Context: an optimization exercise on an open-source flow, tuned for small area. The choices shown serve that exercise and are no tape-out recipe.
In this exercise RTL edits were held to simulation tests only and were not proved equivalent to the original.
No activity file was given, so power comes from the tool's default toggle rates.

Design csr_top, start of the top module:
module csr_top
(
    input  wire         clk,
    input  wire         rst,
    input  wire         req_sel,
    input  wire         req_read,
    input  wire [15:0]  req_addr,
    input  wire [31:0]  req_wdat,
    output reg          rsp_dack,
    output reg  [31:0]  rsp_rdat,
    output wire [177:0] ctrlFields,
    input  wire [7:0]   curWavePosition
);
Size in the first run: about 1000 cells after synthesis, about 480 flip-flops, about 270 I/O pins, about 0.018 mm^2 of cells after synthesis.
clock: 8.0 ns
lec_check: 0
cap_margin: 20
core_margin: 2
core_utilization: 70
cts_buf_list: sky130_fd_sc_hd__clkbuf_8
cts_cluster_diameter: 60
cts_cluster_size: 18
slew_margin: 20
standard.sh (not shown) runs the stock make flow with config.mk's settings and CLKGATE_MAP_FILE= SYNTH_SCRIPT=/design/flow/synth_recipe.tcl, a recipe that flattens the netlist after the stock synthesis.
==> flow/flow/run.sh <==
#!/bin/bash
# Standard layout, with the smallest buffer on every input and output port.
set -euo pipefail
export BUFFER_PORTS_ARGS="-buffer_cell sky130_fd_sc_hd__buf_1"
bash standard.sh > standard_flow.log 2>&1
The starting point produced a clean layout.
Next try:
Settings changed: ABC_AREA set to 1, CTS_CLUSTER_DIAMETER 60 to unset, CTS_CLUSTER_SIZE 18 to unset.
Result: The changed run ran to the end with no violations; worst setup slack degrades by 0.19 ns; total power goes up by 17%; combinational power is about the same; die area goes up by 1.7%; via count goes up by about 11%; critical path depth goes up by 2; final cell count goes up by about 21%; routed wire length goes up by about 2.7%; area after synthesis goes up by 1.8%; first-iteration DRC count goes up by 16%.
Next try:
Settings changed: ABC_AREA 1 to unset, CAP_MARGIN 20 to 5, CORE_UTILIZATION 70 to 80, CTS_CLUSTER_DIAMETER set to 60, CTS_CLUSTER_SIZE set to 18, SLEW_MARGIN 20 to 5.
Combinational power went down by about 2%.
Core utilization went up by 6.6 points.
Final area went down by 6.7%.
Routed wire length went down by about 6%.
Maximum frequency went down by 3.3%.
Clock skew went down by 0.010 ns.
Die area went down by 14%.
Area after synthesis went down by 1.8%.
Sequential share of layout area went up by 4.9 points.
Power went down by about 16%.
Next try:
Settings changed: CAP_MARGIN 5 to 0, CORE_UTILIZATION 80 to 85, SLEW_MARGIN 5 to 0.
- cell count came out lower by 0.75%
- routed wire length came out higher by 8.3%
- via count came out higher by 4.2%
- clock skew stays flat
- clock-buffer cell count came out lower by 2
- global-route usage came out higher by 6.1 points


== old ==
Another version of the RTL of csr_top (not shown whole).
Size in the first run: ~910 cells after synthesis.
==> flow/design.v (excerpt) <==
module csr_top
(
    input  wire         clk,
    input  wire         rst,
    input  wire         req_sel,
    input  wire         req_read,
    input  wire [15:0]  req_addr,
    input  wire [31:0]  req_wdat,
    output reg          rsp_dack,
    output reg  [31:0]  rsp_rdat,
    output wire [177:0] ctrlFields,
    input  wire [7:0]   curWavePosition
);
clock: 8.0 ns
lec_check: 0
cap_margin: 5
core_margin: 2
core_utilization: 80
cts_buf_list: sky130_fd_sc_hd__clkbuf_4
cts_cluster_diameter: 40
cts_cluster_size: 10
slew_margin: 5
==> flow/flow/run.sh <==
#!/bin/bash
# Standard layout, with two changes:
#  - synthesis maps the read-data select (module rdSelect) by hand, from
#    rdSelect_gates.v (see synth_own.tcl); everything else is the standard
#    synthesis, so the registers are the same;
#  - the smallest buffer on every input and output port.
set -euo pipefail
W="$PWD"
export BUFFER_PORTS_ARGS="-buffer_cell sky130_fd_sc_hd__buf_1"
export OWN_FLOW_DIR="$W/flow"
sed -e "s|SYNTH_SCRIPT=[^ ]*|SYNTH_SCRIPT=$W/flow/synth_own.tcl SYNTH_KEEP_MODULES=rdSelect|" standard.sh > own_synth.sh
bash own_synth.sh synth > synth_own.log 2>&1
bash standard.sh > standard_flow.log 2>&1
Other scripts of this flow, unchanged in this note and not shown: flow/flow/rdSelect_gates.v, flow/flow/synth_own.tcl
old ended with every stage complete and zero timing, DRC or antenna violations.
What new does differently from old at the input level:
-- flow/config.mk --
<<< old, line 11
export CTS_BUF_LIST = sky130_fd_sc_hd__clkbuf_4
export CTS_CLUSTER_DIAMETER = 40
export CTS_CLUSTER_SIZE = 10
>>> new, line 11
export CTS_BUF_LIST = sky130_fd_sc_hd__clkbuf_8
export CTS_CLUSTER_DIAMETER = 60
export CTS_CLUSTER_SIZE = 18
In the final design statistics, new uses fewer standard cells in total than old. Required time of the critical path in new is 90 ps below old. Looking only at final period demand of the worst path, and setting everything else aside, the higher value of old and new goes to new. Compared new against old; share of total power consumed by net switching within noise. A critical path capture point of regs[12][6]$_DFFE_PP_ is what new shows, while regs[10][10]$_DFFE_PP_ belongs to old. Diff old and new: total global-route track usage lower in new.


csr_top, a different RTL version from the one above (not shown whole).
Size: roughly 270 I/O pins, about 17000 sq um of cells after synthesis.
export LEC_CHECK = 0
export CAP_MARGIN = 5
export CORE_MARGIN = 2
export CORE_UTILIZATION = 80
export CTS_BUF_LIST = sky130_fd_sc_hd__clkbuf_8
export CTS_CLUSTER_DIAMETER = 60
export CTS_CLUSTER_SIZE = 20
export SLEW_MARGIN = 5
create_clock -name core_clock -period 8.0 [get_ports {clk}]
==> flow/flow/run.sh <==
#!/bin/bash
# Standard layout, with three changes:
#  - synthesis maps the read-data select (module rdSelect) and the request
#    decode (reqDecode) by hand, from rdSelect_gates.v and reqDecode_gates.v
#    (see synth_own.tcl); everything else is the standard synthesis, so the
#    registers are the same;
#  - the smallest buffer on every input and output port;
#  - clock tree synthesis without dummy loads (the same settings otherwise).
set -euo pipefail
W="$PWD"
export BUFFER_PORTS_ARGS="-buffer_cell sky130_fd_sc_hd__buf_1"
export OWN_FLOW_DIR="$W/flow"
export CTS_ARGS="-sink_clustering_enable -repair_clock_nets -sink_clustering_size 20 -sink_clustering_max_diameter 60 -buf_list sky130_fd_sc_hd__clkbuf_8 -dont_use_dummy_load"
sed -e "s|SYNTH_SCRIPT=[^ ]*|SYNTH_SCRIPT=$W/flow/synth_own.tcl SYNTH_KEEP_MODULES=\"rdSelect reqDecode\"|" standard.sh > own_synth.sh
bash own_synth.sh synth > synth_own.log 2>&1
bash standard.sh > standard_flow.log 2>&1
Other scripts of this flow, unchanged in this note and not shown: flow/flow/rdSelect_gates.v, flow/flow/reqDecode_gates.v, flow/flow/synth_own.tcl
Rerun with:
--- a/flow/flow/run.sh
+++ b/flow/flow/run.sh
@@ -12,3 +12,3 @@
 export OWN_FLOW_DIR="$W/flow"
-export CTS_ARGS="-sink_clustering_enable -repair_clock_nets -sink_clustering_size 20 -sink_clustering_max_diameter 60 -buf_list sky130_fd_sc_hd__clkbuf_8 -dont_use_dummy_load"
+export CTS_ARGS="-sink_clustering_enable -repair_clock_nets -sink_clustering_size 18 -sink_clustering_max_diameter 60 -buf_list sky130_fd_sc_hd__clkbuf_8 -dont_use_dummy_load"
 sed -e "s|SYNTH_SCRIPT=[^ ]*|SYNTH_SCRIPT=$W/flow/synth_own.tcl SYNTH_KEEP_MODULES=\"rdSelect reqDecode\"|" standard.sh > own_synth.sh
- CTS_CLUSTER_SIZE: 20 -> 18
After rerunning: Via count stays flat; global-route usage increases by 0.25 points; die area stays the same; count of clock-buffer cells in the layout increases by 2; first-iteration DRC count decreases by 0.59%; cell area is about the same; sequential share of layout area decreases by 0.12 points; synthesized area is unchanged.
Rerun with:
--- a/flow/flow/run.sh
+++ b/flow/flow/run.sh
@@ -1,3 +1,3 @@
 #!/bin/bash
-# Standard layout, with three changes:
+# Standard layout, with two changes:
 #  - synthesis maps the read-data select (module rdSelect) and the request
Result:
- core utilization stays the same
- clock power is about the same
- area after synthesis does not change
- global-route usage is unchanged
- setup slack stays the same
- routed wire length is unchanged
Rerun with:
--- a/flow/flow/run.sh
+++ b/flow/flow/run.sh
@@ -6,4 +6,3 @@
 #    registers are the same;
-#  - the smallest buffer on every input and output port;
-#  - clock tree synthesis without dummy loads (the same settings otherwise).
+#  - the smallest buffer on every input and output port.
 set -euo pipefail
@@ -12,3 +11,2 @@
 export OWN_FLOW_DIR="$W/flow"
-export CTS_ARGS="-sink_clustering_enable -repair_clock_nets -sink_clustering_size 18 -sink_clustering_max_diameter 60 -buf_list sky130_fd_sc_hd__clkbuf_8 -dont_use_dummy_load"
 sed -e "s|SYNTH_SCRIPT=[^ ]*|SYNTH_SCRIPT=$W/flow/synth_own.tcl SYNTH_KEEP_MODULES=\"rdSelect reqDecode\"|" standard.sh > own_synth.sh
- The changed run finished with timing, DRC and antenna clean
- worst setup slack is better by 0.014 ns
- count of clock-buffer cells in the layout grows by 1
- routed wire length hardly moves
- clock skew stays flat


csr_top with an RTL version that a note above also has.
Size in the first run: roughly 18,000 um2 of cells after synthesis.
export LEC_CHECK = 0
export CAP_MARGIN = 5
export CORE_MARGIN = 2
export CORE_UTILIZATION = 70
export CTS_BUF_LIST = sky130_fd_sc_hd__clkbuf_16
export CTS_CLUSTER_DIAMETER = 50
export CTS_CLUSTER_SIZE = 36
export SLEW_MARGIN = 5
create_clock -name core_clock -period 8.0 [get_ports {clk}]
==> flow/flow/run.sh <==
#!/bin/bash
# Standard layout, with the smallest buffer on every input and output port.
set -euo pipefail
export BUFFER_PORTS_ARGS="-buffer_cell sky130_fd_sc_hd__buf_1"
bash standard.sh > standard_flow.log 2>&1
The starting point finished with timing, DRC and antenna clean.
Change:
CAP_MARGIN = 20   (was 5)
CTS_CLUSTER_DIAMETER = 80   (was 50)
CTS_CLUSTER_SIZE = 32   (was 36)
SLEW_MARGIN = 20   (was 5)
After rerunning:
- area after synthesis does not change
- clock-buffer cell count is lower by 20
- critical path depth does not change
- register-to-register slack barely changes
- combinational power barely changes
- setup slack improved by 0.27 ns
- routed wire length is lower by 0.46%

-- static timing again, ports no longer ideal --
No port has a modelled driver above. Below, the same layouts with a new extraction and two added sets of constraints.
Step 1 (the two cells are an assumption about what drives the block):
set clk [get_ports {clk}]
set_driving_cell -lib_cell sky130_fd_sc_hd__clkbuf_16 $clk
set_driving_cell -lib_cell sky130_fd_sc_hd__buf_2 [delete_from_list [all_inputs] $clk]
Step 2 also shifts input and output timing later by t, the mid clock arrival at the registers, as if the neighbouring blocks saw the same clock.
Slacks: ideal / step 1 / step 2; pairs: ideal / step 1.
run | t, ns | slack for setup (ns) | slew at the worst register clock pin (ns)
the first run of note 1 | 0.657 | 4.724 / 4.744 / 4.086 | 0.11 / 0.11
the second run of note 1 | 0.616 | 4.537 / 4.545 / 3.929 | 0.07 / 0.07
the third run of note 1 | 0.645 | 4.419 / 4.442 / 3.796 | 0.12 / 0.12
the fourth run of note 1 | 0.638 | 4.407 / 4.425 / 3.787 | 0.12 / 0.12
old | 0.758 | 4.675 / 4.694 / 3.936 | 0.12 / 0.12
new | 0.651 | 4.603 / 4.625 / 3.974 | 0.11 / 0.11
the first run of note 3 | 0.632 | 4.537 / 4.563 / 3.931 | 0.12 / 0.12
the second run of note 3 | 0.651 | 4.554 / 4.580 / 3.929 | 0.11 / 0.11
the third run of note 3 | 0.651 | 4.554 / 4.580 / 3.929 | 0.11 / 0.11
the fourth run of note 3 | 0.647 | 4.568 / 4.589 / 3.942 | 0.11 / 0.11
the first run of note 4 | 0.577 | 4.398 / 4.428 / 3.851 | 0.09 / 0.09
the second run of note 4 | 0.584 | 4.672 / 4.698 / 4.114 | 0.12 / 0.12
After both steps setup and hold are still met in every run listed. The setup slack of old, which loses most, moves by +0.019 ns with the drivers and by -0.739 ns with both steps.
